Source: an optimization exercise on an open RTL-to-GDS flow (aim: small area, a short achievable clock period and few clock cycles per item). Production flows keep margins and buffers that such runs may drop. In this exercise RTL edits were held to simulation tests only and were not proved equivalent to the original.

### design/flow/flow/run.sh
#!/bin/bash
# Standard ORFS layout with tighter optimisation targets and small port buffers.
set -euo pipefail
export SETUP_SLACK_MARGIN=6.5
export BUFFER_PORTS_ARGS="-buffer_cell sky130_fd_sc_hd__buf_1"
bash standard.sh > flow_standard.log 2>&1
### design/flow/standard.sh
#!/bin/bash
# synth_recipe.tcl (not shown) runs the flow's synth.tcl, then flattens the netlist and writes it again
# the make line also repeats each setting of config.mk as NAME=value (left out here)
make -C /OpenROAD-flow-scripts/flow DESIGN_CONFIG=/design/flow/config.mk WORK_HOME=/design/flow/orfs CLKGATE_MAP_FILE= SYNTH_SCRIPT=/design/flow/synth_recipe.tcl "${@:-finish}"
### design/flow/config.mk
export PLATFORM = sky130hd
export DESIGN_NAME = roce_pkt_gen_top
export DESIGN_NICKNAME = roce_pkt_gen_top
export VERILOG_FILES = /design/flow/design.v
export SDC_FILE = /design/flow/constraint.sdc
export NUM_CORES = 4
export LEC_CHECK = 0
export CAP_MARGIN = 20
export CORE_AREA = 10 10 290 290
export DIE_AREA = 0 0 300 300
export SLEW_MARGIN = 20
### design/flow/constraint.sdc
create_clock -name core_clock -period 10.0 [get_ports {core_clk}]
set_input_delay 2.0000 -clock core_clock [delete_from_list [all_inputs] [get_ports {core_clk}]]
set_output_delay 2.0000 -clock core_clock [all_outputs]
set_load 0.01 [all_outputs]
### design/flow/design.v
package gen_ctrl_pkg;
  typedef struct packed {
    logic [47:0] dst_mac;
    logic [31:0] dst_ip;
    logic [23:0] base_psn;
  } qp_ctx_t;
  typedef enum logic [2:0] {
    IDLE,
    SEND,
    READ,
    WRITE,
    DONE
  } gen_phase_e;
endpackage
package roce_hdr_pkg;
  typedef enum logic [7:0] {
    SEND      = 8'h04,
    READ_RESP = 8'h10,
    ACK       = 8'h11
  } frame_kind_e;
  typedef struct packed {
    logic [47:0] dst_mac;
    logic [47:0] src_mac;
    logic [15:0] ethertype;
  } eth_hdr_t;
  typedef struct packed {
    logic [7:0]  ver_ihl;
    logic [7:0]  tos;
    logic [15:0] total_len;
    logic [15:0] ident;
    logic [15:0] flags_frag;
    logic [7:0]  ttl;
    logic [7:0]  protocol;
    logic [15:0] checksum;
    logic [31:0] src_ip;
    logic [31:0] dst_ip;
  } ipv4_hdr_t;
  typedef struct packed {
    logic [15:0] src_port;
    logic [15:0] dst_port;
    logic [15:0] length;
    logic [15:0] checksum;
  } udp_hdr_t;
  typedef struct packed {
    logic [7:0]  opcode;
    logic [7:0]  flags;
    logic [15:0] pkey;
    logic [7:0]  rsvd0;
    logic [23:0] dst_qp;
    logic [7:0]  rsvd1;
    logic [23:0] psn;
  } bth_t;
  typedef struct packed {
    eth_hdr_t    eth;
    ipv4_hdr_t   ipv4;
    udp_hdr_t    udp;
    bth_t        bth;
    logic [31:0] aeth;
  } roce_hdr_t;
endpackage
module qp_context_table (
  input  logic                  core_clk,
  input  logic                  core_aresetn,
  input  logic                  we_i,
  input  logic [2-1:0]  wr_idx_i,
  input  gen_ctrl_pkg::qp_ctx_t wr_ctx_i,
  input  logic [2-1:0]  rd_idx_i,
  output gen_ctrl_pkg::qp_ctx_t rd_ctx_o
);
  localparam int CTX_W = 104;   
  logic [4*CTX_W-1:0] ctx_q;
  logic [4-1:0]       vld_q;
  for (genvar i = 0; i < 4; i++) begin : g_entry
    always_ff @(posedge core_clk) begin
      if (we_i && (wr_idx_i == 2'(i))) begin
        ctx_q[i*CTX_W +: CTX_W] <= wr_ctx_i;
      end
    end
    always_ff @(posedge core_clk or negedge core_aresetn) begin
      if (!core_aresetn) begin
        vld_q[i] <= 1'b0;
      end else if (we_i && (wr_idx_i == 2'(i))) begin
        vld_q[i] <= 1'b1;
      end
    end
  end
  assign rd_ctx_o = vld_q[rd_idx_i] ? ctx_q[rd_idx_i*CTX_W +: CTX_W] : '0;
endmodule
module roce_pkt_gen_top (
  input  logic                    core_clk,
  input  logic                    core_aresetn,
  input  logic                    start_i,
  input  logic [47:0]             src_mac_i,
  input  logic [31:0]             src_ip_i,
  input  logic                    cfg_we_i,
  input  logic [2-1:0]    cfg_qp_i,
  input  logic [47:0]             cfg_mac_i,
  input  logic [31:0]             cfg_ip_i,
  input  logic [23:0]             cfg_psn_i,
  input  logic [512-1:0]      wqe_tdata_i,
  input  logic                    wqe_tvalid_i,
  input  logic                    tx_tready_i,
  output logic [512-1:0]      tx_tdata_o,
  output logic [64-1:0]  tx_tkeep_o,
  output logic                    tx_tvalid_o,
  output logic                    tx_tlast_o,
  output logic                    post_rd_wqe_o,
  output logic                    post_wr_wqe_o,
  output logic                    send_done_o,
  output logic                    read_done_o,
  output logic                    write_done_o
);
  gen_ctrl_pkg::qp_ctx_t cfg_ctx;
  gen_ctrl_pkg::qp_ctx_t rd_ctx;
  logic [2-1:0]  rd_idx;
  assign cfg_ctx = {cfg_mac_i, cfg_ip_i, cfg_psn_i};
  qp_context_table i_qp_context_table (
    .core_clk     (core_clk),
    .core_aresetn (core_aresetn),
    .we_i         (cfg_we_i),
    .wr_idx_i     (cfg_qp_i),
    .wr_ctx_i     (cfg_ctx),
    .rd_idx_i     (rd_idx),
    .rd_ctx_o     (rd_ctx)
  );
  logic [47:0] src_mac_q;
  logic [31:0] src_ip_q;
  always_ff @(posedge core_clk) begin
    src_mac_q <= src_mac_i;
    src_ip_q  <= src_ip_i;
  end
  logic        started_q;
  logic [4:0]  fcnt_q;      
  logic [2:0]  beat_q;      
  logic        tvalid_q;
  logic [4:0]  hcnt_q;      
  logic        hfull_q;     
  logic [4:0]  rcnt_q;      
  logic        pend_q;      
  logic        dfull_q;     
  logic        post_rd_q;
  logic        post_wr_q;
  logic [23:0] dqp_q;
  logic [23:0] dpsn_q;
  logic [47:0] hmac_q;
  logic [31:0] hip_q;
  logic [23:0] hqp_q;
  logic [23:0] hpsn_q;
  logic [15:0] hcs_q;
  logic is_send, is_read, last, b0, accept;
  assign is_send = ~fcnt_q[4] & ~fcnt_q[3];
  assign is_read = ~fcnt_q[4] &  fcnt_q[3];
  assign b0      = (beat_q == 3'd0);
  assign last    = is_send ? (beat_q == 3'd2) : is_read ? (beat_q == 3'd4) : 1'b1;
  assign accept  = tvalid_q & tx_tready_i;
  logic go, hfree, h_send, h_read, hload;
  assign go     = started_q;
  assign hfree  = ~hfull_q | (accept & b0);
  assign h_send = ~hcnt_q[4] & ~hcnt_q[3];
  assign h_read = ~hcnt_q[4] &  hcnt_q[3];
  assign hload  = go & hfree & ~(hcnt_q[4] & hcnt_q[3]) & (h_send | dfull_q);
  logic       hfull_d;
  logic [4:0] hcnt_d;
  logic [4:0] fcnt_d;
  logic [2:0] beat_d;
  assign hfull_d = hload | (hfull_q & ~(accept & b0));
  assign hcnt_d  = hcnt_q + 5'(hload);
  always_comb begin
    fcnt_d = fcnt_q;
    beat_d = beat_q;
    if (accept) begin
      if (last) begin
        fcnt_d = fcnt_q + 5'd1;
        beat_d = 3'd0;
      end else begin
        beat_d = beat_q + 3'd1;
      end
    end
  end
  logic arrive, dfull_d, pend_n, can_req;
  assign arrive  = wqe_tvalid_i & pend_q;
  assign dfull_d = arrive | (dfull_q & ~(hload & ~h_send));
  assign pend_n  = pend_q & ~arrive;
  assign can_req = go & ~rcnt_q[4] & ~pend_n &
                   (~dfull_d | (~hfull_d & (hcnt_d[4] | hcnt_d[3])));
  always_ff @(posedge core_clk or negedge core_aresetn) begin
    if (!core_aresetn) begin
      started_q <= 1'b0;
      fcnt_q    <= '0;
      beat_q    <= '0;
      tvalid_q  <= 1'b0;
      hcnt_q    <= '0;
      hfull_q   <= 1'b0;
      rcnt_q    <= '0;
      pend_q    <= 1'b0;
      dfull_q   <= 1'b0;
      post_rd_q <= 1'b0;
      post_wr_q <= 1'b0;
    end else begin
      started_q <= started_q | start_i;
      fcnt_q    <= fcnt_d;
      beat_q    <= beat_d;
      tvalid_q  <= ~(fcnt_d[4] & fcnt_d[3]) & ((beat_d != 3'd0) | hfull_d);
      hcnt_q    <= hcnt_d;
      hfull_q   <= hfull_d;
      rcnt_q    <= rcnt_q + 5'(can_req);
      pend_q    <= pend_n | can_req;
      dfull_q   <= dfull_d;
      post_rd_q <= can_req & ~rcnt_q[3];
      post_wr_q <= can_req &  rcnt_q[3];
    end
  end
  always_ff @(posedge core_clk) begin
    if (arrive) begin
      dqp_q  <= {wqe_tdata_i[47*8 +: 8],
                 wqe_tdata_i[(47+1)*8 +: 8],
                 wqe_tdata_i[(47+2)*8 +: 8]};
      dpsn_q <= {wqe_tdata_i[51*8 +: 8],
                 wqe_tdata_i[(51+1)*8 +: 8],
                 wqe_tdata_i[(51+2)*8 +: 8]};
    end
  end
  assign rd_idx = h_send ? hcnt_q[1:0] : dqp_q[1:0];
  logic [15:0] csum_k;
  logic [18:0] csum_s;
  logic [16:0] csum_f;
  logic [15:0] csum;
  assign csum_k = h_send ? 16'h959b : h_read ? 16'h964f : 16'h954f;
  assign csum_s = 19'(csum_k) + 19'(src_ip_q[31:16]) + 19'(src_ip_q[15:0]) +
                  19'(rd_ctx.dst_ip[31:16]) + 19'(rd_ctx.dst_ip[15:0]);
  assign csum_f = 17'(csum_s[15:0]) + 17'(csum_s[18:16]);
  assign csum   = ~(csum_f[15:0] + 16'(csum_f[16]));
  always_ff @(posedge core_clk) begin
    if (hload) begin
      hmac_q <= rd_ctx.dst_mac;
      hip_q  <= rd_ctx.dst_ip;
      hcs_q  <= csum;
      hqp_q  <= h_send ? 24'(hcnt_q[1:0]) : dqp_q;
      hpsn_q <= h_send ? rd_ctx.base_psn + 24'(hcnt_q[2:0]) : dpsn_q;
    end
  end
  logic [15:0]  ip_len;
  logic [7:0]   opcode;
  logic [7:0]   pay;
  logic [431:0] hdr_be;    
  assign ip_len = is_send ? 16'd124 : is_read ? 16'd304 : 16'd48;
  assign opcode = is_send ? 8'h04 : is_read ? 8'h10 : 8'h11;
  assign pay    = {3'b000, is_read, 4'(fcnt_q[2:0]) + 4'd1};
  assign hdr_be = {hmac_q, src_mac_q, 16'h0800,
                   8'h45, 8'hb8, ip_len, 16'h5555, 16'h4000, 8'hba, 8'h11, hcs_q,
                   src_ip_q, hip_q,
                   16'h6851, 16'h12b7, 16'(ip_len - 16'd20), 16'h0000,
                   opcode, 8'h30, 16'h666f, 8'h05, hqp_q, 8'h00, hpsn_q};
  for (genvar j = 0; j < 64; j++) begin : g_lane
    if (j < 54) begin : g_hdr
      assign tx_tdata_o[j*8 +: 8] = b0 ? hdr_be[(53-j)*8 +: 8] : pay;
    end else if (j < 58) begin : g_aeth
      assign tx_tdata_o[j*8 +: 8] = (b0 & ~is_send) ? 8'h00 : pay;
    end else if (j < 62) begin : g_icrc
      assign tx_tdata_o[j*8 +: 8] = (is_read & (beat_q == 3'd4)) ? 8'h00 : pay;
    end else begin : g_pay
      assign tx_tdata_o[j*8 +: 8] = pay;
    end
  end
  assign tx_tkeep_o = {{2{~last}}, {4{~(last & ~is_read)}}, {52{~(last & is_send)}}, 6'h3f};
  assign tx_tlast_o = last;
  assign tx_tvalid_o = tvalid_q;
  assign post_rd_wqe_o = post_rd_q;
  assign post_wr_wqe_o = post_wr_q;
  assign send_done_o  = fcnt_q[4] | fcnt_q[3];
  assign read_done_o  = fcnt_q[4];
  assign write_done_o = fcnt_q[4] & fcnt_q[3];
endmodule
==> impl_metrics.csv, run 1 <==
group,metric,value,unit
synthesis,synthAdderAreaFrac,4.10,%
synthesis,ys_seq_area_share,62.8,%
synthesis,synth_edf_count,608,
floorplanning,rows,102,
floorplanning,chipHeight,300,um
synthesis,syn_inst,2303,
floorplanning,start_util,42.2,%
synthesis,synth_top_family_by_area,"buffers and inverters",
synthesis,ys_warn_count,2,
synthesis,syn_area,32800,um^2
status,status,"did not finish",
synthesis,avgSynthCellArea,14.2,um^2
synthesis,ys_ff_latch,717,
synthesis,async_flop_share,4.04,%
synthesis,ys_types,82,
status,error,"[ERROR PPL-0024] Number of IO pins (1287) exceeds maximum number of available positions (1082). Increase the die perimeter from 1200.00um to 1750.32um.",
synthesis,yosys.area_share.simple,8.39,%
status,lastStage,"I/O pin placement",
floorplanning,die_w,300,um
synthesis,synthMuxAreaShare,6.31,%
synthesis,synth_xor_area_share,1.78,%
synthesis,ys.flop_type,"edfxtp_1",
synthesis,synth_compound_area_share,6.73,%
cells in the mapped netlist, types with 36 or more instances:
master	number	area [um^2]
ha_1	45	563
fa_1	39	781
nand2_1	113	424
inv_1	110	413
a21o_1	124	931
and2_1	189	1180
mux4_2	89	2000
nor2_1	58	218
xnor2_1	40	350
nand3_1	36	180
o21ai_0	46	230
buf_4	320	2400
edfxtp_1	608	18300
dfxtp_1	80	1600
clkbuf_1	73	274
kinds of logic after synthesis:
| logic type | after synthesis |
|---|---|
| and+or+nand+nor | 496 |
| muxes | 95 |
| xor gates and xnor gates | 65 |
| AOI/OAI and AO/OA | 311 |
| DFF | 717 |
| adders and majority gates | 84 |
| other | 2 |
| buffers and inverters | 533 |
Testbench counts, summed over its fixed seeds: cycles 2,913, frames 768.
==> inputs of run 2 (changes only) <==
--- a/design/flow/config.mk
+++ b/design/flow/config.mk
@@ -6,6 +6,6 @@
 export NUM_CORES = 4
 export LEC_CHECK = 0
 export CAP_MARGIN = 20
-export CORE_AREA = 10 10 290 290
-export DIE_AREA = 0 0 300 300
+export CORE_AREA = 10 10 450 450
+export DIE_AREA = 0 0 460 460
 export SLEW_MARGIN = 20
==> impl_metrics.csv, run 2 <==
group,metric,value,unit
timing,tightest_slew,1.00,ns
floorplanning,chipHeight,460,um
cts,htreeDepth,3,
synthesis,syn_area,32800,um^2
drt,num_vias,22200,
timing,rsz0062_at_grt,"true",
cts,cts_max_path_buffers,3,
finish,fill_cells,19400,
timing,fin_hold_ws,0.506,ns
synthesis,ys_seq_area_share,62.8,%
synthesis,async_flop_share,4.04,%
setup_path,critPathMaxFanout,8,
synthesis,synth_top_cell_by_area,"edfxtp_1",
global_route,grt_util_all_layers,12.7,%
status,status,"no timing/DRC/antenna violations",
drt,routedWlPerCell,25.0,um
drt,drtIter0Drc,1685,
setup_path,cp-start-kind,"flip-flop",
global_route,grt_max_degree,118,
cts,cts_tree,"yes",
floorplanning,rows,161,
timing,finalCritPeriodShare,92.8,%
global_route,grt_pass1_wl,187000,um
run,max_cap_viol_count,0,
setup_path,crit_type,"reg2reg",
timing,hold_viol_final,0,
synthesis,synth_edf_count,608,
global_route,antenna_found_initial,36,
drt,ant_nets,0,
cts,cts_root_buffer,"clkbuf_16",
synthesis,ys_top_cells_by_count,"edfxtp_1 (608), buf_4 (320), and2_1 (189), a21o_1 (124), nand2_1 (113)",
synthesis,avgSynthCellArea,14.2,um^2
finish,top_register,"i_qp_context_table.ctx_q",
finish,reg_top3,"i_qp_context_table.ctx_q: 416 flops, hmac_q: 48 flops, src_mac_q: 48 flops",
floorplanning,top_level_ports,1287,
place,place.detailed.hpwl,81700,um
floorplanning,die_area,212000,um^2
synthesis,yosysMostFrequentCell,"edfxtp_1",
setup_path,end_kind,"flip-flop",
timing,tns,0,ns
place,place_congestion,0.840,
setup_path,crit_required,10.47,ns
finish,layout_common_cells,"edfxtp_1 (608), buf_6 (477), buf_1 (242)",
timing,fin_skew,0.0321,ns
timing,slew_violations,0,
setup_path,crit_slowest_cell,"dfrtp_4",
drt,drt_pre_antenna_iters,5,
finish,layout-drive-gt1-share,43.8,%
global_route,grt_pass1_vias,22600,
timing,slew_headroom,32.7,%
synthesis,synth_top_area_share,55.7,%
synthesis,ys_warn_count,2,
timing,fmax,0.108,GHz
synthesis,ys.flop_type,"edfxtp_1",
worst_hold_path,holdCritPathClass,"reg2reg",
floorplanning,core,193000,um^2
cts,cts.sinks,717,
finish,largest_register_ffs,416,
place,io_buffers,730,
timing,finalSetupViolations,0,
setup_path,crit_top_cell,"buf_4",
finish,area_growth,52.1,%
global_route,globalRouteOverflowTotal,0,
timing,fin_crit,9.28,ns
finish,nNetsFinal,3955,
drt,drc_errors,0,
finish,layout_commonest_cell,"edfxtp_1",
synthesis,ys_ff_latch,717,
floorplanning,die_w,460,um
cts,clk_latency,0.71,ns
synthesis,synth_area_leaders,"edfxtp_1 (56%), buf_4 (7.3%), mux4_2 (6.1%)",
synthesis,syn_inst,2303,
cts,numCtsBuffers,85,
synthesis,ys_types,82,
drt,wl,144000,um
setup_path,cpPeakStageDelay,0.54,ns
floorplanning,start_util,17.0,%
cts,clk_pin_slew_worst_paths,0.06,ns
drt,post_drt_via_cell_ratio,3.85,
setup_path,cp_data_arrival_time,9.75,ns
## run 2: cell counts after synthesis
Identical to the previous run, type by type.
## run 2: worst paths after layout
check                                  start                     endpoint  slack [ns]  cells after the start
worst max-delay path               hcnt_q[3]                    hcs_q[15]        0.72                     44
worst min register to register     rcnt_q[4]                    rcnt_q[4]        0.51                      1
max in group asynchronous       core_aresetn                    hcnt_q[3]        8.00                      1
worst min-delay path               rcnt_q[4]                    rcnt_q[4]        0.51                      1
worst max register to register     hcnt_q[3]                    hcs_q[15]        0.72                     44
min in group asynchronous       core_aresetn  i_qp_context_table.vld_q[1]        1.39                      1
## run 2: kinds of logic after synthesis
group | synth area share, %
flops | 62.8
buf+inv | 9.86
mux | 6.31
xor+xnor | 1.78
other cells | 0.0229
compound gates | 6.73
simple gates | 8.39
fa+ha+maj | 4.10
## run 2: layout make-up
type                            instances  area (um^2)  area share [%]
Clock buffer                          112         2340            4.70
Antenna cell                            9         22.5          0.0452
Sequential cell                       717        20600            41.3
Timing Repair Buffer                 1083        11200            22.5
Multi-Input combinational cell       1156        11100            22.3
Clock inverter                         47          618            1.24
Timing Repair inverter                 13          297           0.595
Inverter                              111          475           0.954
Tap cell                             2526         3160            6.34
## run 2: repair_timing
action,CTS,global route
pin swaps,122,102
endpoints found under the setup margin,823,572
hold buffers,0,0
buffers inserted,199,73
gates resized for setup,1128,585
gates cloned,60,4
## run 2: layer usage
| layer | GRT usage (%) | up-vias | part of all wire (%) |
|---|---|---|---|
| met1 | 14.3 | 11200 | 37 |
| met5 | 0 | - | 0.12 |
| met4 | 5.65 | 28 | 4.9 |
| li1 | - | 9662 | - |
| met3 | 3.47 | 250 | 7.6 |
| met2 | 22.3 | 1063 | 50 |
## run 2: worst max-delay path: cells and delay by family, from the launching register on
family	cells	cell delay [ns]
simple gates	7	1.17
buf+inv	21	2.56
mux	1	0.43
compound gates	9	2.06
xor+xnor	1	0.36
flops	1	0.54
fa+ha+maj	5	1.91
## run 2: through the flow
stage | area (um^2) | setup WS [ns] | utilization [%] | instances
after floorplan | 34000 | 1.60 | - | 2393
after global placement | 37000 | 0.470 | 19.2 | 5270
after detailed placement | 37000 | 0.488 | 19.2 | 5270
after CTS | 47000 | 0.968 | 24.4 | 5688
after global routing | 49800 | 0.393 | 25.9 | 5772
final | 49900 | 0.723 | 25.9 | 5774
==> inputs of run 3 (changes only) <==
==> design/flow/run.sh (new file) <==
#!/bin/bash
# synth_recipe.tcl (not shown) runs the flow's synth.tcl, then flattens the netlist and writes it again
# the make line also repeats each setting of config.mk as NAME=value (left out here)
make -C /OpenROAD-flow-scripts/flow DESIGN_CONFIG=/design/flow/config.mk WORK_HOME=/design/flow/orfs CLKGATE_MAP_FILE= SYNTH_SCRIPT=/design/flow/synth_recipe.tcl finish
--- a/design/flow/config.mk
+++ b/design/flow/config.mk
@@ -8,4 +8,5 @@
 export CAP_MARGIN = 20
 export CORE_AREA = 10 10 450 450
 export DIE_AREA = 0 0 460 460
+export SETUP_SLACK_MARGIN = 5
 export SLEW_MARGIN = 20
removed: design/flow/flow/run.sh
removed: design/flow/standard.sh
==> impl_metrics.csv, run 3 <==
group,metric,value,unit
finish,final_cell_area,46500,um^2
finish,layout-drive-gt1-share,19.4,%
finish,top_register,"i_qp_context_table.ctx_q",
floorplanning,die_w,460,um
cts,cts_max_path_buffers,3,
drt,drtIter0Drc,1240,
timing,fmax,0.112,GHz
setup_path,cp-start-kind,"flip-flop",
global_route,grt_pass1_wl,169000,um
floorplanning,top_level_ports,1287,
synthesis,synth_edf_count,608,
finish,layout_common_cells,"edfxtp_1 (608), clkdlybuf4s50_1 (595), and2_1 (171)",
finish,multi_input_area,9990,um^2
setup_path,end_kind,"flip-flop",
finish,reg_top3,"i_qp_context_table.ctx_q: 416 flops, hmac_q: 48 flops, src_mac_q: 48 flops",
setup_path,crit_required,10.48,ns
synthesis,ys_warn_count,2,
synthesis,ys_types,82,
place,place.detailed.hpwl,85700,um
cts,cts.sinks,717,
finish,regArea,20600,um^2
setup_path,cpPeakStageDelay,0.70,ns
global_route,grt_max_degree,106,
setup_path,crit_type,"reg2reg",
timing,tns,0,ns
synthesis,ys_seq_area_share,62.8,%
place,place_congestion,0.790,
timing,tightest_slew,1.10,ns
timing,finalCritPeriodShare,89.6,%
floorplanning,start_util,17.0,%
synthesis,avgSynthCellArea,14.2,um^2
global_route,globalRouteOverflowTotal,0,
timing,finalSetupViolations,0,
setup_path,critPathMaxFanout,7,
drt,wl,127000,um
place,io_buffers,730,
finish,largest_register_ffs,416,
global_route,grtUsageMet3,3.88,%
drt,post_drt_via_cell_ratio,3.70,
cts,htreeDepth,3,
synthesis,syn_inst,2303,
synthesis,synth_top_area_share,55.7,%
place,placed_area,41500,um^2
drt,drc_errors,0,
timing,fin_hold_ws,0.488,ns
global_route,use_met2,19.3,%
floorplanning,chipHeight,460,um
run,max_cap_viol_count,0,
finish,fill_cells,20100,
timing,setup_ws,1.04,ns
synthesis,syn_area,32800,um^2
synthesis,yosysMostFrequentCell,"edfxtp_1",
timing,rsz0062_at_grt,"true",
finish,stdcell_count,5599,
finish,layout_commonest_cell,"edfxtp_1",
place,post-place-ws,0.456,ns
cts,clk_latency,0.70,ns
setup_path,crit_top_cell,"fa_2",
floorplanning,core,193000,um^2
setup_path,crit_slowest_cell,"mux4_4",
drt,ant_nets,0,
timing,hold_viol_final,0,
synthesis,ys.flop_type,"edfxtp_1",
global_route,antenna_found_initial,60,
timing,fin_crit,8.96,ns
setup_path,cp_data_arrival_time,9.45,ns
floorplanning,rows,161,
finish,area_growth,41.9,%
status,status,"no timing/DRC/antenna violations",
timing,fin_skew,0.0789,ns
global_route,grt_pass1_vias,21200,
finish,final_core_util,24.1,%
synthesis,synth_area_leaders,"edfxtp_1 (56%), buf_4 (7.3%), mux4_2 (6.1%)",
drt,num_vias,20700,
drt,drt_pre_antenna_iters,5,
place,place_inst,5272,
worst_hold_path,holdCritPathClass,"reg2reg",
global_route,met1_usage,12.4,%
synthesis,synth_top_cell_by_area,"edfxtp_1",
synthesis,ys_ff_latch,717,
cts,cts_root_buffer,"clkbuf_16",
finish,nNetsFinal,3766,
timing,slew_headroom,26.4,%
drt,routedWlPerCell,22.7,um
global_route,grt_util_all_layers,11.3,%
synthesis,ys_top_cells_by_count,"edfxtp_1 (608), buf_4 (320), and2_1 (189), a21o_1 (124), nand2_1 (113)",
synthesis,async_flop_share,4.04,%
cts,clk_pin_slew_worst_paths,0.06,ns
cts,hold_buffers,0,
timing,slew_violations,0,
cts,cts_tree,"yes",
global_route,grt-busiest-layer,"met2",
floorplanning,die_area,212000,um^2
cts,numCtsBuffers,84,
## run 3: changes by cell type in the layout (fill, tap and decap cells not counted), sizes merged, moves of 3 or more
| cell | previous run | this run |
|---|---|---|
| and2 | 190 | 193 |
| buf | 1056 | 180 |
| bufbuf | 2 | 5 |
| bufinv | 9 | 5 |
| clkdlybuf4s15 | 0 | 17 |
| clkdlybuf4s50 | 0 | 595 |
| clkinv | 31 | 26 |
| diode | 9 | 23 |
| dlygate4sd2 | 0 | 71 |
| dlymetal6s2s | 0 | 25 |
| inv | 124 | 119 |
| nand2 | 121 | 113 |
## run 3: what timing repair did
item / in CTS / in global routing
setup endpoints to repair: 492 / 187
buffers inserted: 110 / 19
resized for setup: 271 / 111
pin swaps: 34 / 41
cloned: 16 / 1
## run 3: cells by family after synthesis
| group | share of synthesized area [%] |
|---|---|
| flip-flops | 62.8 |
| buffers and inverters | 9.86 |
| AND/OR/NAND/NOR | 8.39 |
| AO/OA/AOI/OAI | 6.73 |
| multiplexers | 6.31 |
| adder cells (fa/ha/maj) | 4.10 |
| XOR/XNOR | 1.78 |
| other | 0.0229 |
## run 3: cell type report
type	count	area share, %
multi-input combinational	1146	21.5
clock inverter	42	1.09
tap	2526	6.80
sequential	717	44.3
timing repair buffer	915	20.2
antenna	23	0.124
inverter	111	0.974
clock buffer	116	4.93
timing repair inverter	3	0.0565
## run 3: critical path: cells and delay by family, from the launching register on
kind	cells	cell delay (ns)
buf+inv	3	0.39
xor+xnor	1	0.30
flops	1	0.45
mux	2	1.06
simple gates	12	1.97
compound gates	11	2.19
fa+ha+maj	6	2.40
## run 3: metal layers
layer / routed length, um / vias to the layer above / share of wire (%)
met5: 220 / - / 0.17
met2: 62000 / 903 / 49
li1: - / 9253 / -
met4: 6450 / 34 / 5.1
met1: 46900 / 10300 / 37
met3: 11300 / 212 / 8.9
## run 3: path summary, 6_finish.rpt
| kind | startpoint | to | slack (ns) | depth (start not counted) |
|---|---|---|---|---|
| min in group asynchronous | core_aresetn | i_qp_context_table.vld_q[1] | 1.80 | 2 |
| hold / removal | rcnt_q[4] | rcnt_q[4] | 0.49 | 1 |
| hold reg to reg | rcnt_q[4] | rcnt_q[4] | 0.49 | 1 |
| max in group asynchronous | core_aresetn | beat_q[2] | 7.81 | 2 |
| setup reg to reg | hcnt_q[3] | hcs_q[15] | 1.04 | 35 |
| setup / recovery | hcnt_q[3] | hcs_q[15] | 1.04 | 35 |
==> inputs of run 4 (changes only) <==
--- a/design/flow/config.mk
+++ b/design/flow/config.mk
@@ -8,5 +8,4 @@
 export CAP_MARGIN = 20
 export CORE_AREA = 10 10 450 450
 export DIE_AREA = 0 0 460 460
-export SETUP_SLACK_MARGIN = 5
 export SLEW_MARGIN = 20
==> impl_metrics.csv, run 4 <==
group,metric,value,unit
timing,fmax,0.106,GHz
finish,multi_input_area,9440,um^2
setup_path,end_kind,"flip-flop",
synthesis,ys_top_cells_by_count,"edfxtp_1 (608), buf_4 (320), and2_1 (189), a21o_1 (124), nand2_1 (113)",
drt,wl,119000,um
place,place_congestion,0.789,
cts,cts_tree,"yes",
synthesis,syn_inst,2303,
synthesis,ys.flop_type,"edfxtp_1",
setup_path,crit_top_cell,"fa_1",
floorplanning,core,193000,um^2
timing,slew_headroom,29.8,%
setup_path,cp_data_arrival_time,9.87,ns
place,placed_area,41300,um^2
synthesis,synth_top_family_by_area,"buffers and inverters",
setup_path,cp-start-kind,"flip-flop",
setup_path,crit_slowest_cell,"mux4_4",
drt,drc_errors,0,
finish,top_register,"i_qp_context_table.ctx_q",
run,max_cap_viol_count,0,
worst_hold_path,min_path_cells,1,
synthesis,synth_compound_area_share,6.73,%
drt,num_vias,20000,
place,post-place-ws,0.177,ns
floorplanning,start_util,17.0,%
synthesis,ys_seq_area_share,62.8,%
synthesis,synth_edf_count,608,
drt,drtIter0Drc,1354,
drt,dr_wl_met2,59500,um
place,place_inst,5279,
synthesis,synth_top_area_share,55.7,%
finish,largest_register_ffs,416,
cts,clk_pin_slew_worst_paths,0.06,ns
worst_hold_path,min_to,"rcnt_q[2]",
synthesis,synthAdderAreaFrac,4.10,%
drt,post_drt_via_cell_ratio,3.66,
cts,cts_max_path_buffers,3,
floorplanning,rows,161,
synthesis,synthMuxAreaShare,6.31,%
floorplanning,top_level_ports,1287,
cts,cts.sinks,717,
drt,drt-met1-wl,43400,um
global_route,grt_pass1_vias,20600,
timing,hold_viol_final,0,
finish,final_cell_area,44300,um^2
cts,cts_root_buffer,"clkbuf_16",
cts,numCtsBuffers,84,
synthesis,synth_area_leaders,"edfxtp_1 (56%), buf_4 (7.3%), mux4_2 (6.1%)",
floorplanning,chipHeight,460,um
finish,fill_cells,20200,
synthesis,ys_ff_latch,717,
setup_path,crit_required,10.44,ns
finish,layout_common_cells,"clkdlybuf4s50_1 (730), edfxtp_1 (608), and2_1 (187)",
setup_path,rr_endpoint,"hcs_q[15]",
synthesis,ys_types,82,
synthesis,yosys.area_share.simple,8.39,%
status,status,"no timing/DRC/antenna violations",
timing,fin_crit,9.43,ns
finish,final_core_util,23.0,%
setup_path,reg2reg_slack,0.57,ns
synthesis,synth_xor_area_share,1.78,%
global_route,grt_pass1_wl,160000,um
floorplanning,die_area,212000,um^2
setup_path,crit_type,"reg2reg",
setup_path,timing.rr.start,"hcnt_q[4]",
timing,setup_ws,0.569,ns
finish,reg_top3,"i_qp_context_table.ctx_q: 416 flops, hmac_q: 48 flops, src_mac_q: 48 flops",
drt,routedWlPerCell,21.9,um
synthesis,synth_top_cell_by_area,"edfxtp_1",
drt,highest_layer,"met5",
global_route,globalRouteOverflowTotal,0,
cts,clk_latency,0.73,ns
finish,area_growth,35.0,%
global_route,antenna_found_initial,53,
global_route,grt_util_all_layers,10.7,%
worst_hold_path,hp-start,"rcnt_q[2]",
synthesis,syn_area,32800,um^2
setup_path,critPathMaxFanout,9,
finish,layout_commonest_cell,"clkdlybuf4s50_1",
timing,fin_skew,0.0515,ns
timing,finalCritPeriodShare,94.3,%
timing,tightest_slew,1.04,ns
worst_hold_path,holdCritPathClass,"reg2reg",
synthesis,async_flop_share,4.04,%
timing,slew_violations,0,
finish,stdcell_count,5459,
finish,layout-drive-gt1-share,11.6,%
drt,ant_nets,0,
place,place.detailed.hpwl,86200,um
drt,wl_met3,11000,um
floorplanning,die_w,460,um
place,io_buffers,730,
cts,htreeDepth,3,
synthesis,yosysMostFrequentCell,"edfxtp_1",
synthesis,ys_warn_count,2,
setup_path,r2r_cells,36,
finish,regArea,20600,um^2
drt,drt_pre_antenna_iters,6,
timing,finalSetupViolations,0,
global_route,grt_max_degree,106,
finish,nNetsFinal,3634,
setup_path,cpPeakStageDelay,0.79,ns
synthesis,avgSynthCellArea,14.2,um^2
-- run 4: cell families after synthesis --
| family | Yosys count |
|---|---|
| AND/OR/NAND/NOR | 496 |
| flip-flops | 717 |
| multiplexers | 95 |
| XOR/XNOR | 65 |
| buffers and inverters | 533 |
| adder cells (fa/ha/maj) | 84 |
| AO/OA/AOI/OAI | 311 |
| other | 2 |
-- run 4: worst max path at each step --
stage                     cells after the start  slack, ns       from   endpoint
after floorplan                              41       0.62  hcnt_q[4]  hcs_q[15]
after global placement                       36       0.19  hcnt_q[4]  hcs_q[15]
after detailed placement                     35       0.18  hcnt_q[4]  hcs_q[15]
after CTS                                    36       0.18  hcnt_q[4]  hcs_q[15]
after global routing                         36      -0.04  hcnt_q[4]  hcs_q[15]
final                                        36       0.57  hcnt_q[4]  hcs_q[15]
-- run 4: routing by layer --
layer,global-route usage [%],vias to the layer above
met5,0,-
met4,5.28,30
met3,3.65,192
met2,18.3,844
met1,11.7,9918
li1,-,8972
-- run 4: final cells by class --
| class | instances | area share, % |
|---|---|---|
| Sequential cell | 717 | 46.5 |
| Multi-Input combinational cell | 1144 | 21.3 |
| Timing Repair Buffer | 788 | 17.7 |
| Tap cell | 2526 | 7.14 |
| Clock buffer | 97 | 4.86 |
| Clock inverter | 55 | 1.41 |
| Inverter | 111 | 0.964 |
| Antenna cell | 21 | 0.119 |
-- run 4: timing repair --
item	CTS	global route
endpoints found under the setup margin	0	7
resized for setup	0	10
hold buffers	0	0
buffers inserted	0	6
-- run 4: through the flow --
step	setup TNS (ns)	hold WS [ns]
2_1_floorplan	0	0.437
3_3_place_gp	0	0.463
3_5_place_dp	0	0.466
4_1_cts	0	0.480
5_1_grt	-0.0430	0.509
6_report	0	0.493
-- run 4: worst max-delay path, delay by kind of cell (launching register included) --
| kind | cells | cell delay (ns) |
|---|---|---|
| AOI/OAI and AO/OA | 9 | 1.99 |
| xor gates and xnor gates | 2 | 0.31 |
| adders and majority gates | 7 | 2.70 |
| buffers and inverters | 4 | 0.38 |
| DFF | 1 | 0.50 |
| muxes | 1 | 0.79 |
| and+or+nand+nor | 13 | 2.49 |

[what the ideal ports hide]
How much do the figures lean on ideal ports? The routed layouts below were timed once more, with nothing changed but the port constraints. Step 1, drivers: a clkbuf_16 drives core_clk and a buf_2 each remaining input, both assumed. Step 2 also shifts input and output timing later by t, the mid clock arrival at the registers, as if the neighbouring blocks saw the same clock. Three values: ideal ports, drivers, drivers and shift; two values: the first two.
run	t, ns	slack for setup (ns)	slew at the worst register clock pin (ns)	worst slew at a driven data input, ns
run 2	0.758	0.723 / 0.723 / 0.723	0.07 / 0.07	0.27
run 3	0.739	1.035 / 1.035 / 1.035	0.07 / 0.07	0.27
run 4	0.766	0.569 / 0.569 / 0.569	0.07 / 0.07	0.27
After both steps setup and hold are still met in every run listed.
